This design comes from an exercise in tuning for small area and a short achievable clock period on the open sky130 flow, not from production work.
No run shown here included a check of the RTL's function; only the layout flow was run.
No activity file was given, so power comes from the tool's default toggle rates.

$ cat config.mk
export PLATFORM = sky130hd
export DESIGN_NAME = apb_cordic_regfile
export DESIGN_NICKNAME = apb_cordic_regfile
export VERILOG_FILES = /design/flow/design.v
export SDC_FILE = /design/flow/constraint.sdc
export NUM_CORES = 4
export LEC_CHECK = 0
export CAP_MARGIN = 20
export CORE_AREA = 5 5 555 555
export DIE_AREA = 0 0 560 560
export SLEW_MARGIN = 20
$ cat constraint.sdc
create_clock -name core_clock -period 5.0 [get_ports {clk}]
set_input_delay 1.0000 -clock core_clock [delete_from_list [all_inputs] [get_ports {clk}]]
set_output_delay 1.0000 -clock core_clock [all_outputs]
set_load 0.01 [all_outputs]
$ cat design.v
module apb_cordic_regfile #(
    parameter logic [4:0]  RST_XYFRACBASE    = 5'd16,
    parameter logic [4:0]  RST_PHASEFRACBASE = 5'd16,
    parameter logic [31:0] RST_XYBASEONE     = 32'h0001_0000,
    parameter logic [31:0] RST_SCALE_FACTOR  = 32'h0000_9B75
) (
    input  logic          clk,
    input  logic          rst_n,
    input  logic          psel,
    input  logic          penable,
    input  logic          pwrite,
    input  logic [7:0]    paddr,
    input  logic [31:0]   pwdata,
    output logic [31:0]   prdata,
    output logic          pready,
    output logic          pslverr,
    output logic          cordic_start,
    output logic [2:0]    cordic_func,
    output logic [31:0]   a,
    output logic [31:0]   b,
    output logic [31:0]   c,
    output logic [31:0]   d,
    output logic [4:0]    xyfracbase,
    output logic [4:0]    phasefracbase,
    output logic [31:0]   scale_factor,
    output logic [31:0]   xybaseone,
    output logic [1023:0] invtan_flat,
    input  logic [191:0]  res_flat,
    input  logic          write_op,
    output logic          irq
);
    logic [31:0] invtan [32];
    logic [31:0] outr [6];
    logic        out_vld;
    logic        busy, done, err, irq_en;
    logic [5:0]  idx;
    logic        acc, we, start_ok, unused_ok;
    logic        unmapped, is_out, locked, bad_start, bad, busy_nx;
    logic [31:0] rd, out_nx, res_sel, out_sel;
    logic [31:0] rd_q;
    logic        err_q;
    assign idx       = paddr[7:2];
    assign acc       = psel & penable;
    assign pready    = 1'b1;
    assign unused_ok = &{1'b0, paddr[1:0]};
    assign busy_nx   = busy & ~write_op;
    assign unmapped  = idx > 6'd16 && !idx[5];
    assign is_out    = idx >= 6'd10 && idx <= 6'd15;
    assign locked    = idx == 6'd0 || (idx >= 6'd2 && idx <= 6'd9) || idx[5];
    assign bad_start = idx == 6'd0 && pwdata[0] && pwdata[6:4] > 3'd4;
    assign bad       = unmapped | (pwrite & (is_out | (busy_nx & locked) | bad_start));
    always_comb begin
        out_sel = 32'd0;
        res_sel = 32'd0;
        case (idx[2:0])
            3'd2: begin out_sel = outr[0]; res_sel = res_flat[31:0];    end
            3'd3: begin out_sel = outr[1]; res_sel = res_flat[63:32];   end
            3'd4: begin out_sel = outr[2]; res_sel = res_flat[95:64];   end
            3'd5: begin out_sel = outr[3]; res_sel = res_flat[127:96];  end
            3'd6: begin out_sel = outr[4]; res_sel = res_flat[159:128]; end
            3'd7: begin out_sel = outr[5]; res_sel = res_flat[191:160]; end
            default: ;
        endcase
        out_nx = write_op ? res_sel : (out_vld ? out_sel : 32'd0);
    end
    always_comb begin
        rd = '0;
        case (idx)
            6'd0:  rd = {25'd0, cordic_func, 4'd0};
            6'd1:  rd = {29'd0, err, done | write_op, busy_nx};
            6'd2:  rd = a;
            6'd3:  rd = b;
            6'd4:  rd = c;
            6'd5:  rd = d;
            6'd6:  rd = {27'd0, xyfracbase};
            6'd7:  rd = {27'd0, phasefracbase};
            6'd8:  rd = scale_factor;
            6'd9:  rd = xybaseone;
            6'd16: rd = {31'd0, irq_en};
            default: rd = is_out ? out_nx : idx[5] ? invtan[idx[4:0]] : 32'd0;
        endcase
    end
    always_ff @(posedge clk) begin
        rd_q  <= rd;
        err_q <= bad;
    end
    assign prdata  = rd_q;
    assign pslverr = err_q;
    assign we       = acc & pwrite & ~err_q;
    assign start_ok = we && idx == 6'd0 && pwdata[0];
    logic [31:0] wd, wd_sf, wd_xb;
    logic [4:0]  wd_fb;
    assign wd    = pwdata & {32{rst_n}};
    assign wd_sf = wd | (RST_SCALE_FACTOR & {32{~rst_n}});
    assign wd_xb = wd | (RST_XYBASEONE & {32{~rst_n}});
    assign wd_fb = wd[4:0] | (RST_XYFRACBASE & {5{~rst_n}});
    always_ff @(posedge clk) begin
        if (~rst_n | (we && idx == 6'd0)) cordic_func   <= wd[6:4];
        if (~rst_n | (we && idx == 6'd2)) a             <= wd;
        if (~rst_n | (we && idx == 6'd3)) b             <= wd;
        if (~rst_n | (we && idx == 6'd4)) c             <= wd;
        if (~rst_n | (we && idx == 6'd5)) d             <= wd;
        if (~rst_n | (we && idx == 6'd6)) xyfracbase    <= wd_fb;
        if (~rst_n | (we && idx == 6'd7)) phasefracbase <= wd[4:0] | (RST_PHASEFRACBASE & {5{~rst_n}});
        if (~rst_n | (we && idx == 6'd8)) scale_factor  <= wd_sf;
        if (~rst_n | (we && idx == 6'd9)) xybaseone     <= wd_xb;
    end
    genvar k;
    generate
        for (k = 0; k < 32; k++) begin : g_inv
            logic en;
            assign en = ~rst_n | (we && idx == 6'(32 + k));
            always_ff @(posedge clk) if (en) invtan[k] <= wd;
            assign invtan_flat[32*k +: 32] = invtan[k];
        end
    endgenerate
    always_ff @(posedge clk) begin
        if (!rst_n) begin
            cordic_start  <= 1'b0;
            busy          <= 1'b0;
            done          <= 1'b0;
            err           <= 1'b0;
            out_vld       <= 1'b0;
        end else begin
            if (write_op) out_vld <= 1'b1;
            cordic_start <= start_ok;
            busy <= start_ok ? 1'b1 : write_op ? 1'b0 : busy;
            done <= write_op ? 1'b1 : start_ok ? 1'b0 : done & ~(we && idx == 6'd1 && pwdata[1]);
            err  <= (acc & err_q) | (err & ~(we && idx == 6'd1 && pwdata[2]));
        end
    end
    always_ff @(posedge clk) begin
        if (write_op)
            for (int i = 0; i < 6; i++) outr[i] <= res_flat[32*i +: 32];
    end
    always_ff @(posedge clk) begin
        if (!rst_n) begin
            irq_en <= 1'b0;
            irq    <= 1'b0;
        end else begin
            if (we && idx == 6'd16) irq_en <= pwdata[0];
            irq <= irq_en & (done | err);
        end
    end
endmodule
$ cat run.sh
#!/bin/bash
# synth_recipe.tcl (not shown) runs the flow's synth.tcl, then flattens the netlist and writes it again
# the make line also repeats each setting of config.mk as NAME=value (left out here)
make -C /OpenROAD-flow-scripts/flow DESIGN_CONFIG=/design/flow/config.mk WORK_HOME=/design/flow/orfs CLKGATE_MAP_FILE= SYNTH_SCRIPT=/design/flow/synth_recipe.tcl finish
==> flow_summary.yaml, run 1 <==
timing:
  finalSetupViolations: 0
  fin_setup_tns_ns: 0
  finalWorstPathRequiredPeriod_ns: 4.49
  postLayoutSetupSlackWorst_ns: 0.509
  rsz0062_at_grt: "false"
  tightestPinTransition_ns: 1.40
  clock_skew_ns: 0.0887
  timing.fmax_mhz: 223
  slew_headroom: 0.0582
  final_hold_viol_count: 0
  worst_hold_slack_across_all_endpoints_ns: 0.493
  drv_slew: 0
  post-route-period-util: 0.898
yosys:
  mappedNetlistNets: 3553
  synthesis.instances: 3315
  synth.distinct_cells: 66
  dominantRegCellSynth: "sky130_fd_sc_hd__edfxtp_1"
  synthesis.area_mm2: 0.0559
  synth_edf_count: 1421
  postSynthRegisterBits: 1461
  synth.yosys.seq_area_share: 0.778
  synth.yosys.warnings: 3
  synth.avg_cell_area_um2: 16.9
  postSynth.asyncResetShare: 0
setup_path:
  timing.critical_path.required_ns: 5.71
  cpMaxStageDelayCell: "sky130_fd_sc_hd__nor3_1"
  worst-setup-path-type: "in2reg"
  regToRegEndpoint: "rd_q[14]"
  cp-end-kind: "flop"
  crit_path_start_kind: "primary input"
  crit_path_cell_trace: "buf_4, buf_4, buf_4, nor2b_1, o21ai_0, a22oi_1, and4_1, nand4_1, nor3_1, buf_4, o21ai_0"
  critical_path.max_fanout: 21
  beginning_of_the_worst_register_to_register_path: "invtan[15][14]"
  arrival_time_at_the_worst_endpoint_ns: 5.20
  regToRegSetupSlack_ns: 1.60
  r2r_cells: 7
  worst_path_most_repeated_cell: "sky130_fd_sc_hd__buf_4"
  timing.critical_path.slowest_cell_delay_ns: 0.82
clock_network:
  post_cts_buffers: 0
  clkTransAtPathRegs_ns: 0.06
  max-clock-path-buffers: 4
  root_buffer: "sky130_fd_sc_hd__clkbuf_16"
  count_of_hold_fix_buffers_inserted_at_cts: 0
  tritoncts: "done"
  clock-sinks: 1461
  gates_resized_cts_repair: 0
  clock_tree.htree_level_count: 4
  clk_latency_ns: 0.88
  cts_inserted_buffers: 177
placed_design:
  placement.setup.worst_slack_ns: -0.102
  gp_congestion: 0.941
  placedCellCount: 8938
  place.port_buffers: 1499
  place.detailed.hpwl_mm: 379
routing:
  initialDrtViolationCount: 10600
  drt-vias-per-instance: 5.26
  wl_mm: 490
  detail_route.wirelength.met1_mm: 182
  vias: 48900
  met3WireLength_mm: 64.3
  topRoutingLayerUsed: "met5"
  detail-route-antenna-nets: 0
  routed_wire_length_per_instance_um: 52.6
  drc_errors: 0
  dr_wl_met2_mm: 211
  drt_pre_antenna_iters: 7
hold_path:
  min-delay-path-class: "reg2reg"
  holdCritStartpoint: "out_vld"
  worst_hold_path.num_cells: 2
  timing.hold.worst_endpoint: "out_vld"
finish:
  final_nets: 5379
  drive_above_1_share: 0.163
  filler_instances: 30300
  filler_free_cell_count_of_the_finished_design: 9306
  flow.area_growth_from_synthesis_pct: 52.0
  layout.core_utilization: 0.281
floorplanning:
  floorplan.die.height_um: 560
  area_of_the_placeable_core_mm2: 0.302
  initial_core_util: 0.185
  design.die.area_mm2: 0.314
  top_level_ports: 1503
  placementRows: 202
  die_w_um: 560
global_routing:
  globalRouteOverflowTotal: 0
  grt_antenna_before_repair: 134
  first_pass_grt_wire_length_mm: 592
  grt_start_max_net_pins: 116
  grt_pass1_vias: 45800
  groute.usage.overall: 0.297
power:
  cellLeakagePower_nw: 28.6
  cellPowerDensity_mw_per_mm2: 406
  max_rail_drop_vdd_mv: 0.319
run:
  max_cap_violations: 0
run_status:
  result_of_the_run: "timing/DRC/antenna clean"
-- cells in the final DEF (no fill, tap or decap), types with 18 or more instances in the layout --
master and instances:
sky130_fd_sc_hd__o21ai_0 88, sky130_fd_sc_hd__a222oi_1 27, sky130_fd_sc_hd__nor2_1 110, sky130_fd_sc_hd__clkinv_2 26, sky130_fd_sc_hd__nand4_1 45, sky130_fd_sc_hd__diode_2 42
sky130_fd_sc_hd__a22oi_1 477, sky130_fd_sc_hd__mux2_2 60, sky130_fd_sc_hd__and2_1 19, sky130_fd_sc_hd__edfxtp_1 1421, sky130_fd_sc_hd__a22o_1 72, sky130_fd_sc_hd__clkdlybuf4s50_1 1491
sky130_fd_sc_hd__nand2_1 114, sky130_fd_sc_hd__clkbuf_1 21, sky130_fd_sc_hd__nor2_4 25, sky130_fd_sc_hd__nor3_1 50, sky130_fd_sc_hd__buf_4 319, sky130_fd_sc_hd__a221oi_1 41
sky130_fd_sc_hd__dfxtp_1 40, sky130_fd_sc_hd__clkbuf_16 179, sky130_fd_sc_hd__clkinv_1 28, sky130_fd_sc_hd__a21oi_1 66, sky130_fd_sc_hd__o31ai_4 23, sky130_fd_sc_hd__nand3_1 63
sky130_fd_sc_hd__mux2i_1 70, sky130_fd_sc_hd__buf_12 48, sky130_fd_sc_hd__nand2b_1 18
-- worst max path at each step --
stage	startpoint	end	slack [ns]
after global routing	paddr[5]	rd_q[29]	0.68
after CTS	paddr[6]	rd_q[4]	0.84
after detailed placement	paddr[6]	rd_q[4]	-0.10
after floorplan	paddr[2]	invtan[16][0]	0.24
after global placement	paddr[6]	rd_q[4]	-0.12
final	paddr[6]	rd_q[6]	0.51
-- area by class of cell --
cell class	instances	area, um2	share of cell area
Multi-Input combinational cell	1629	12100	0.142
Inverter	6	22.5	0.000265
Clock buffer	203	4600	0.0542
Timing Repair Buffer	1866	18400	0.216
Clock inverter	121	1280	0.0151
Antenna cell	42	105	0.00124
Sequential cell	1461	43500	0.512
Tap cell	3978	4980	0.0586
-- synth_stat cells, drive strengths merged (16+ instances only) --
master,number,area share
a21oi,66,0.0059
a221oi,41,0.0064
a222oi,27,0.0048
a22o,72,0.011
a22oi,477,0.064
a32oi,16,0.0025
and2,42,0.0047
buf,137,0.014
clkbuf,82,0.0055
dfxtp,40,0.014
edfxtp,1421,0.76
mux2,60,0.012
mux2i,70,0.013
mux4,16,0.0064
nand2,126,0.0085
nand2b,21,0.0024
nand3,65,0.0059
nand4,45,0.0050
nor2,138,0.0093
nor2b,19,0.0021
nor3,59,0.0056
o21ai,96,0.0086
o31ai,27,0.0036
-- flip-flops by register name, summed over array words and instances (netlist names), 32 cells and up --
signal / flops
outr: 192
rd_q: 32
a: 32
b: 32
invtan: 1024
scale_factor: 32
d: 32
c: 32
xybaseone: 32
-- metrics by stage --
| step | instance area, um2 | total power [mW] |
|---|---|---|
| 3_5_place_dp | 78900 | 21.2 |
| 5_1_grt | 84800 | 35.2 |
| 6_report | 84900 | 34.5 |
| 3_3_place_gp | 78900 | 21.1 |
| 2_1_floorplan | 55900 | 16.5 |
| 4_1_cts | 84800 | 34.6 |
-- layer usage --
metal	GRT usage	vias to the layer above
li1	-	17400
met1	0.361	25000
met2	0.456	5225
met3	0.122	1216
met4	0.143	46
met5	0	-
-- power breakdown --
group          internal (mW)  leakage [nW]  switching (mW)
Combinational           2.04          11.7            3.41
Clock                   7.55          2.85            5.93
Sequential              14.6          14.1           0.941
Total                   24.2          28.6            10.3
-- cell families after synthesis --
logic type,count (synthesis),share of synthesized area
buf+inv,225,0.0196
flops,1461,0.778
simple gates,577,0.0520
mux,146,0.0311
compound gates,905,0.119
other cells,1,0.0000671
-- worst max-delay path, delay by kind of cell --
kind	cells	cell delay, ns
buf+inv	4	1.48
simple gates	4	1.56
compound gates	3	1.01
==> run 2: changes to the inputs <==
--- a/design.v
+++ b/design.v
@@ -37,5 +37,5 @@
     logic        acc, we, start_ok, unused_ok;
     logic        unmapped, is_out, locked, bad_start, bad, busy_nx;
-    logic [31:0] rd, out_nx, res_sel, out_sel;
+    logic [31:0] rd;
     logic [31:0] rd_q;
     logic        err_q;
@@ -50,34 +50,27 @@
     assign bad_start = idx == 6'd0 && pwdata[0] && pwdata[6:4] > 3'd4;
     assign bad       = unmapped | (pwrite & (is_out | (busy_nx & locked) | bad_start));
+    logic [63:0] hit;
     always_comb begin
-        out_sel = 32'd0;
-        res_sel = 32'd0;
-        case (idx[2:0])
-            3'd2: begin out_sel = outr[0]; res_sel = res_flat[31:0];    end
-            3'd3: begin out_sel = outr[1]; res_sel = res_flat[63:32];   end
-            3'd4: begin out_sel = outr[2]; res_sel = res_flat[95:64];   end
-            3'd5: begin out_sel = outr[3]; res_sel = res_flat[127:96];  end
-            3'd6: begin out_sel = outr[4]; res_sel = res_flat[159:128]; end
-            3'd7: begin out_sel = outr[5]; res_sel = res_flat[191:160]; end
-            default: ;
-        endcase
-        out_nx = write_op ? res_sel : (out_vld ? out_sel : 32'd0);
+        hit = '0;
+        hit[idx] = 1'b1;
     end
     always_comb begin
         rd = '0;
-        case (idx)
-            6'd0:  rd = {25'd0, cordic_func, 4'd0};
-            6'd1:  rd = {29'd0, err, done | write_op, busy_nx};
-            6'd2:  rd = a;
-            6'd3:  rd = b;
-            6'd4:  rd = c;
-            6'd5:  rd = d;
-            6'd6:  rd = {27'd0, xyfracbase};
-            6'd7:  rd = {27'd0, phasefracbase};
-            6'd8:  rd = scale_factor;
-            6'd9:  rd = xybaseone;
-            6'd16: rd = {31'd0, irq_en};
-            default: rd = is_out ? out_nx : idx[5] ? invtan[idx[4:0]] : 32'd0;
-        endcase
+        rd[6:4] |= cordic_func & {3{hit[0]}};
+        rd[2:0] |= {err, done | write_op, busy_nx} & {3{hit[1]}};
+        rd |= a & {32{hit[2]}};
+        rd |= b & {32{hit[3]}};
+        rd |= c & {32{hit[4]}};
+        rd |= d & {32{hit[5]}};
+        rd[4:0] |= xyfracbase & {5{hit[6]}};
+        rd[4:0] |= phasefracbase & {5{hit[7]}};
+        rd |= scale_factor & {32{hit[8]}};
+        rd |= xybaseone & {32{hit[9]}};
+        for (int i = 0; i < 6; i++) begin
+            rd |= res_flat[32*i +: 32] & {32{hit[10+i] & write_op}};
+            rd |= outr[i] & {32{hit[10+i] & ~write_op & out_vld}};
+        end
+        rd[0] |= irq_en & hit[16];
+        for (int i = 0; i < 32; i++) rd |= invtan[i] & {32{hit[32+i]}};
     end
     always_ff @(posedge clk) begin
==> flow/run.sh (new file) <==
#!/bin/bash
# Standard ORFS layout, except that the port buffers are the smallest plain buffer
# (buf_1) instead of the delay buffer buffer_ports picks by default.
set -euo pipefail
bash standard.sh synth > synth.log 2>&1
bash standard.sh "BUFFER_PORTS_ARGS=-buffer_cell sky130_fd_sc_hd__buf_1" finish > layout.log 2>&1
==> standard.sh (new file) <==
#!/bin/bash
# synth_recipe.tcl (not shown) runs the flow's synth.tcl, then flattens the netlist and writes it again
# the make line also repeats each setting of config.mk as NAME=value (left out here)
make -C /OpenROAD-flow-scripts/flow DESIGN_CONFIG=/design/flow/config.mk WORK_HOME=/design/flow/orfs CLKGATE_MAP_FILE= SYNTH_SCRIPT=/design/flow/synth_recipe.tcl "${@:-finish}"
removed: run.sh
==> run 2 against run 1 <==
Net effect:
- setup slack worse by 0.32 ns
- final cell count up 3.0%
- highest routed layer unchanged
- non-clock buffer count up 222
- first-iteration DRC count about the same
- largest cell class unchanged
- hold slack worse by 0.17 ns
- sequential share of layout area up 4.1 points
- global-route usage up 2.3 points
- synthesized area up 0.61%
- sequential power about the same
- total power down 2.7%
==> flow_summary.yaml, run 2 <==
global_routing:
  first_pass_grt_wire_length_mm: 636
  grt_antenna_before_repair: 177
  globalRouteOverflowTotal: 0
  grt_start_max_net_pins: 68
  groute.usage.overall: 0.320
  grt_pass1_vias: 48600
setup_path:
  worst_path_most_repeated_cell: "sky130_fd_sc_hd__buf_4"
  cp-end-kind: "flop"
  timing.critical_path.required_ns: 5.74
  timing.critical_path.slowest_cell_delay_ns: 0.69
  critical_path.max_fanout: 42
  crit_path_start_kind: "primary input"
  worst-setup-path-type: "in2reg"
  cpMaxStageDelayCell: "sky130_fd_sc_hd__a221oi_1"
  arrival_time_at_the_worst_endpoint_ns: 5.56
  crit_path_cell_trace: "buf_1, inv_1, ha_4, buf_12, nor2b_1, buf_4, a31oi_2, o2bb2ai_1, a22o_1, a221oi_1, nand4_1, buf_4, or3_1"
yosys:
  synth.yosys.warnings: 3
  post_synth_xor_area_fraction: 0.000467
  synth.avg_cell_area_um2: 16.8
  yosysMostFrequentCell: "sky130_fd_sc_hd__edfxtp_1"
  proportion_of_netlist_area_held_by_the_largest_area_contributor: 0.759
  synthSimpleGateAreaFrac: 0.0554
  synth.yosys.seq_area_share: 0.773
  synth.area.top_cells: "sky130_fd_sc_hd__edfxtp_1, sky130_fd_sc_hd__a22oi_1, sky130_fd_sc_hd__a22o_1"
  synthesis.instances: 3348
  post-synth-top-area-cell: "sky130_fd_sc_hd__edfxtp_1"
  synth_edf_count: 1421
  postSynthRegisterBits: 1461
  synth_fa_ha_area_frac: 0.00111
  synthesis.area_mm2: 0.0562
  mappedNetlistNets: 3591
  synth_top_cells_by_count: "sky130_fd_sc_hd__edfxtp_1, sky130_fd_sc_hd__a22oi_1, sky130_fd_sc_hd__nand2_1"
  synth.distinct_cells: 84
  postSynth.asyncResetShare: 0
  dominantRegCellSynth: "sky130_fd_sc_hd__edfxtp_1"
  synth_top_family_by_area: "compound AO/OA/AOI/OAI gates"
  muxShareOfSynthArea: 0.0124
  synth_compound_gate_area_share: 0.142
clock_network:
  cts_inserted_buffers: 179
  gates_resized_cts_repair: 0
  count_of_hold_fix_buffers_inserted_at_cts: 0
  clkTransAtPathRegs_ns: 0.07
  post_cts_buffers: 0
  clock-sinks: 1461
  clk_latency_ns: 0.89
  max-clock-path-buffers: 4
  clock_tree.htree_level_count: 4
  tritoncts: "done"
  root_buffer: "sky130_fd_sc_hd__clkbuf_16"
floorplanning:
  floorplan.die.height_um: 560
  design.die.area_mm2: 0.314
  placementRows: 202
  top_level_ports: 1503
  initial_core_util: 0.186
  die_w_um: 560
  area_of_the_placeable_core_mm2: 0.302
finish:
  mostFrequentLayoutCell: "sky130_fd_sc_hd__buf_1"
  top_register: "invtan"
  mostFrequentLayoutCells: "sky130_fd_sc_hd__buf_1, sky130_fd_sc_hd__edfxtp_1, sky130_fd_sc_hd__buf_4"
  filler_free_cell_count_of_the_finished_design: 9588
  flow.area_growth_from_synthesis_pct: 40.0
  final_nets: 5649
  drive_above_1_share: 0.187
  top_regs: "invtan (1024), outr (192)"
  largest_register_ffs: 1024
  layout.core_utilization: 0.261
timing:
  final_hold_viol_count: 0
  clock_skew_ns: 0.0913
  finalWorstPathRequiredPeriod_ns: 4.81
  slew_headroom: 0.122
  finalSetupViolations: 0
  post-route-period-util: 0.963
  rsz0062_at_grt: "false"
  worst_hold_slack_across_all_endpoints_ns: 0.325
  timing.fmax_mhz: 208
  tightestPinTransition_ns: 1.30
  drv_slew: 0
power:
  max_rail_drop_vdd_mv: 0.311
  fin_total_pwr_mw: 33.5
  cellLeakagePower_nw: 25.7
  power_frac_seq: 0.469
  clk_pwr_share: 0.394
  swShare: 0.312
  cellPowerDensity_mw_per_mm2: 426
  switching_power_mw: 10.5
  combinationalPowerShare: 0.137
  internal_power_mw: 23.1
placed_design:
  placedCellCount: 9202
  place.port_buffers: 1499
  gp_congestion: 1.00
  place.detailed.hpwl_mm: 413
routing:
  drc_errors: 0
  drt-vias-per-instance: 5.48
  routed_wire_length_per_instance_um: 55.1
  vias: 52600
  wl_mm: 528
  drt_pre_antenna_iters: 8
  initialDrtViolationCount: 10600
  detail-route-antenna-nets: 0
run:
  max_cap_violations: 0
run_status:
  result_of_the_run: "timing/DRC/antenna clean"
hold_path:
  min-delay-path-class: "in2reg"
## run 2: cell types whose count changed in the layout (fill, tap and decap cells not counted), sizes merged, moves of 46 or more
cell,change
buf,+1713
clkdlybuf4s50,-1491
a22oi,-94
nor2,-86
mux2,-49
a22o,+46
## run 2: power by group through the flow
stage,sequential [mW],clock [mW],combinational [mW]
2_1_floorplan,15.7,0,0.807
4_1_cts,15.7,13.4,4.51
5_1_grt,15.7,13.8,4.61
3_5_place_dp,15.9,0,4.50
6_report,15.7,13.2,4.58
3_3_place_gp,15.9,0,4.50
## run 2: final timing paths
kind | from | slack, ns | depth (start not counted) | endpoint
setup / recovery | paddr[2] | 0.19 | 13 | rd_q[15]
hold reg to reg | c[16] | 0.49 | 2 | rd_q[16]
hold / removal | res_flat[4] | 0.33 | 1 | outr[0][4]
setup reg to reg | invtan[22][15] | 1.64 | 7 | rd_q[15]
## run 2: final cells by class
type                    count  area, um2
fillers                 31400     223000
clock inverters           107       1050
clock buffers             216       4670
well taps                3978       4980
repair buffers           2088      11300
inverters                  12       45.0
flip-flops and latches   1461      43500
diodes                     62        155
multi-input cells        1664      13000
## run 2: per-layer routing
| layer | global-route usage | wire [um] | vias up |
|---|---|---|---|
| met5 | 0 | 293 | - |
| met4 | 0.175 | 35500 | 44 |
| met3 | 0.121 | 67000 | 1172 |
| met2 | 0.490 | 229000 | 5525 |
| met1 | 0.389 | 197000 | 27400 |
| li1 | - | - | 18500 |
## run 2: cell families after synthesis
group / count (synthesis)
compound gates: 1012
xor+xnor: 3
fa+ha+maj: 5
buf+inv: 223
flops: 1461
mux: 68
other cells: 1
simple gates: 575
## run 2: metrics by stage
step                TNS [ns]  setup slack [ns]  area (um2)
finish                     0             0.186       78700
global route               0             0.160       78600
global placement       -8.11            -0.708       72600
CTS                        0             0.241       78500
detailed placement     -5.74            -0.701       72800
floorplan             -67.12            -0.793       56300
## run 2: worst max-delay path, delay by kind of cell
kind | cells | cell delay [ns]
AND/OR/NAND/NOR | 3 | 0.88
AO/OA/AOI/OAI | 4 | 2.04
buffers and inverters | 5 | 1.35
adder cells (fa/ha/maj) | 1 | 0.23
==> run 3: changes to the inputs <==
--- a/config.mk
+++ b/config.mk
@@ -7,5 +7,6 @@
 export LEC_CHECK = 0
 export CAP_MARGIN = 20
-export CORE_AREA = 5 5 555 555
-export DIE_AREA = 0 0 560 560
+export CORE_AREA = 5 5 415 415
+export DIE_AREA = 0 0 420 420
+export SETUP_SLACK_MARGIN = 2.5
 export SLEW_MARGIN = 20
==> run 3 against run 2 <==
Net effect:
- still clean on timing, DRC and antenna
- clock-buffer cell count unchanged
- die area decreased by 44%
- via count increased by 3.4%
- setup slack improved by 1.2 ns
- synthesized area unchanged
- first-iteration DRC count increased by 10%
- routed wire length decreased by 15%
==> flow_summary.yaml, run 3 <==
clock_network:
  max-clock-path-buffers: 3
  clock_tree.htree_level_count: 4
  clk_latency_ns: 0.84
  cts_inserted_buffers: 161
  count_of_hold_fix_buffers_inserted_at_cts: 0
  clkTransAtPathRegs_ns: 0.07
  root_buffer: "sky130_fd_sc_hd__clkbuf_16"
  tritoncts: "done"
  clock-sinks: 1461
global_routing:
  grt_antenna_before_repair: 78
  first_pass_grt_wire_length_mm: 544
  groute.usage.overall: 0.485
  globalRouteOverflowTotal: 0
  grt_pass1_vias: 48400
  grt_start_max_net_pins: 119
routing:
  wl_mm: 449
  initialDrtViolationCount: 11700
  vias: 54400
  routed_wire_length_per_instance_um: 55.7
  detail-route-antenna-nets: 0
  drt-vias-per-instance: 6.75
  drc_errors: 0
  drt_pre_antenna_iters: 8
timing:
  finalSetupViolations: 0
  rsz0062_at_grt: "true"
  tightestPinTransition_ns: 1.32
  post-route-period-util: 0.730
  clock_skew_ns: 0.0327
  finalWorstPathRequiredPeriod_ns: 3.65
  drv_slew: 0
  postLayoutSetupSlackWorst_ns: 1.35
  fin_setup_tns_ns: 0
  slew_headroom: 0.118
  final_hold_viol_count: 0
  worst_hold_slack_across_all_endpoints_ns: 0.375
  timing.fmax_mhz: 274
setup_path:
  cp-startpoint: "paddr[3]"
  timing.critical_path.slowest_cell_delay_ns: 0.63
  r2r_cells: 6
  arrival_time_at_the_worst_endpoint_ns: 4.34
  kind_of_cell_adding_the_most_delay_to_the_critical_path: "simple AND/OR/NAND/NOR gates"
  path_buf_inv: 7
  cp-end-kind: "flop"
  crit_path_cell_trace: "buf_12, inv_8, ha_4, buf_8, nor4bb_1, buf_4, a2111oi_4, buf_6, buf_12, nor4_4, a222oi_1, nand4b_1, or4_4, buf_6, or4_1"
  worst-setup-path-type: "in2reg"
  beginning_of_the_worst_register_to_register_path: "invtan[15][1]"
  crit_path_start_kind: "primary input"
  worstSetupPathDepth: 15
  critical_path.max_fanout: 6
  cpMaxStageDelayCell: "sky130_fd_sc_hd__or4_4"
  timing.critical_path.required_ns: 5.69
power:
  cellLeakagePower_nw: 28.7
  cellPowerDensity_mw_per_mm2: 403
  fin_total_pwr_mw: 32.9
  max_rail_drop_vdd_mv: 0.395
yosys:
  synth.yosys.warnings: 3
  synth.area.top_cells: "sky130_fd_sc_hd__edfxtp_1, sky130_fd_sc_hd__a22oi_1, sky130_fd_sc_hd__a22o_1"
  synthesis.area_mm2: 0.0562
  synth.avg_cell_area_um2: 16.8
  yosysMostFrequentCell: "sky130_fd_sc_hd__edfxtp_1"
  synthesis.instances: 3348
  synth.yosys.seq_area_share: 0.773
  proportion_of_netlist_area_held_by_the_largest_area_contributor: 0.759
  synth.distinct_cells: 84
  postSynth.asyncResetShare: 0
  synth_edf_count: 1421
  dominantRegCellSynth: "sky130_fd_sc_hd__edfxtp_1"
  mappedNetlistNets: 3591
  synth_top_cells_by_count: "sky130_fd_sc_hd__edfxtp_1, sky130_fd_sc_hd__a22oi_1, sky130_fd_sc_hd__nand2_1"
  post-synth-top-area-cell: "sky130_fd_sc_hd__edfxtp_1"
  postSynthRegisterBits: 1461
finish:
  final_nets: 5913
  largest_register_ffs: 1024
  top_regs: "invtan (1024), outr (192)"
  drive_above_1_share: 0.312
  mostFrequentLayoutCells: "sky130_fd_sc_hd__edfxtp_1, sky130_fd_sc_hd__buf_1, sky130_fd_sc_hd__buf_4"
  mostFrequentLayoutCell: "sky130_fd_sc_hd__edfxtp_1"
  top_register: "invtan"
  flow.area_growth_from_synthesis_pct: 45.2
floorplanning:
  design.die.area_mm2: 0.176
  placementRows: 150
  initial_core_util: 0.336
  top_level_ports: 1503
  die_w_um: 420
  area_of_the_placeable_core_mm2: 0.167
  floorplan.die.height_um: 420
placed_design:
  placement.setup.worst_slack_ns: -0.269
  gp_congestion: 1.05
  place.port_buffers: 1499
  place.detailed.hpwl_mm: 332
run_status:
  result_of_the_run: "timing/DRC/antenna clean"
hold_path:
  worst_hold_path.num_cells: 1
  holdCritStartpoint: "res_flat[159]"
  min-delay-path-class: "in2reg"
run:
  max_cap_violations: 0
## run 3: cell counts after synthesis
Identical to the previous run, type by type.
## run 3: power breakdown
part	switching [mW]	total (mW)	internal, mW
clock network	5.42	12.3	6.89
registers	0.860	15.5	14.6
logic	3.65	5.08	1.43
total	9.93	32.9	23.0
## run 3: worst paths after layout
kind | to | slack, ns
worst max-delay path | rd_q[29] | 1.35
worst min-delay path | outr[4][31] | 0.37
worst max register to register | rd_q[1] | 2.04
worst min register to register | irq | 0.49
## run 3: cell families after synthesis
logic type	share of synthesized area
AO/OA/AOI/OAI	0.142
XOR/XNOR	0.000467
adder cells (fa/ha/maj)	0.00111
buffers and inverters	0.0159
flip-flops	0.773
multiplexers	0.0124
other	0.0000667
AND/OR/NAND/NOR	0.0554
## run 3: metrics by stage
step | cell area, um2 | utilization | std cells
final | 81700 | 0.488 | 8055
after detailed placement | 69100 | 0.413 | 7304
after CTS | 79200 | 0.473 | 7880
after floorplan | 56900 | - | 3348
after global routing | 81600 | 0.488 | 8017
after global placement | 69100 | 0.413 | 7304
## run 3: layer usage
metal  GRT usage  vias up  wire length [um]
li1            -    19000                 -
met1       0.582    27700            151000
met2       0.677     6280            181000
met3       0.278     1394             80600
met4       0.284       46             35500
met5           0        -               325
## run 3: timing repair
action | CTS | global route
setup endpoints to repair | 1516 | 440
cloned | 7 | 6
pin swaps | 123 | 107
setup buffers | 268 | 126
gates resized for setup | 744 | 281
## run 3: cell type report
class	count	area [um2]
Timing Repair Buffer	2368	15400
Inverter	12	63.8
Clock buffer	216	4400
Tap cell	2204	2760
Multi-Input combinational cell	1666	14500
Antenna cell	43	108
Fill cell	14700	85600
Sequential cell	1461	43500
Clock inverter	85	862

## what the ideal ports hide
How much do the figures lean on ideal ports? The routed layouts below were timed once more, with nothing changed but the port constraints.
Step 1: set_driving_cell puts a clkbuf_16 on clk and a buf_2 on each other input, an assumption about the parent block.
Step 2 also shifts input and output timing later by t, the mid clock arrival at the registers, as if the neighbouring blocks saw the same clock.
a / b / c = ideal / step 1 / step 2; a / b = the first two.
| run | t, ns | slack for setup (ns) | worst slew at a driven data input, ns |
|---|---|---|---|
| run 1 | 0.945 | 0.509 / 0.581 / -0.364 | 0.27 |
| run 2 | 0.931 | 0.186 / 0.067 / -0.864 | 0.35 |
| run 3 | 0.912 | 1.348 / 1.226 / 0.314 | 0.30 |
With both steps, setup timing fails in run 1 and run 2, where it was met with ideal ports. For run 2, which loses most, drivers alone change the setup slack by -0.119 ns; drivers and shift together by -1.050 ns.
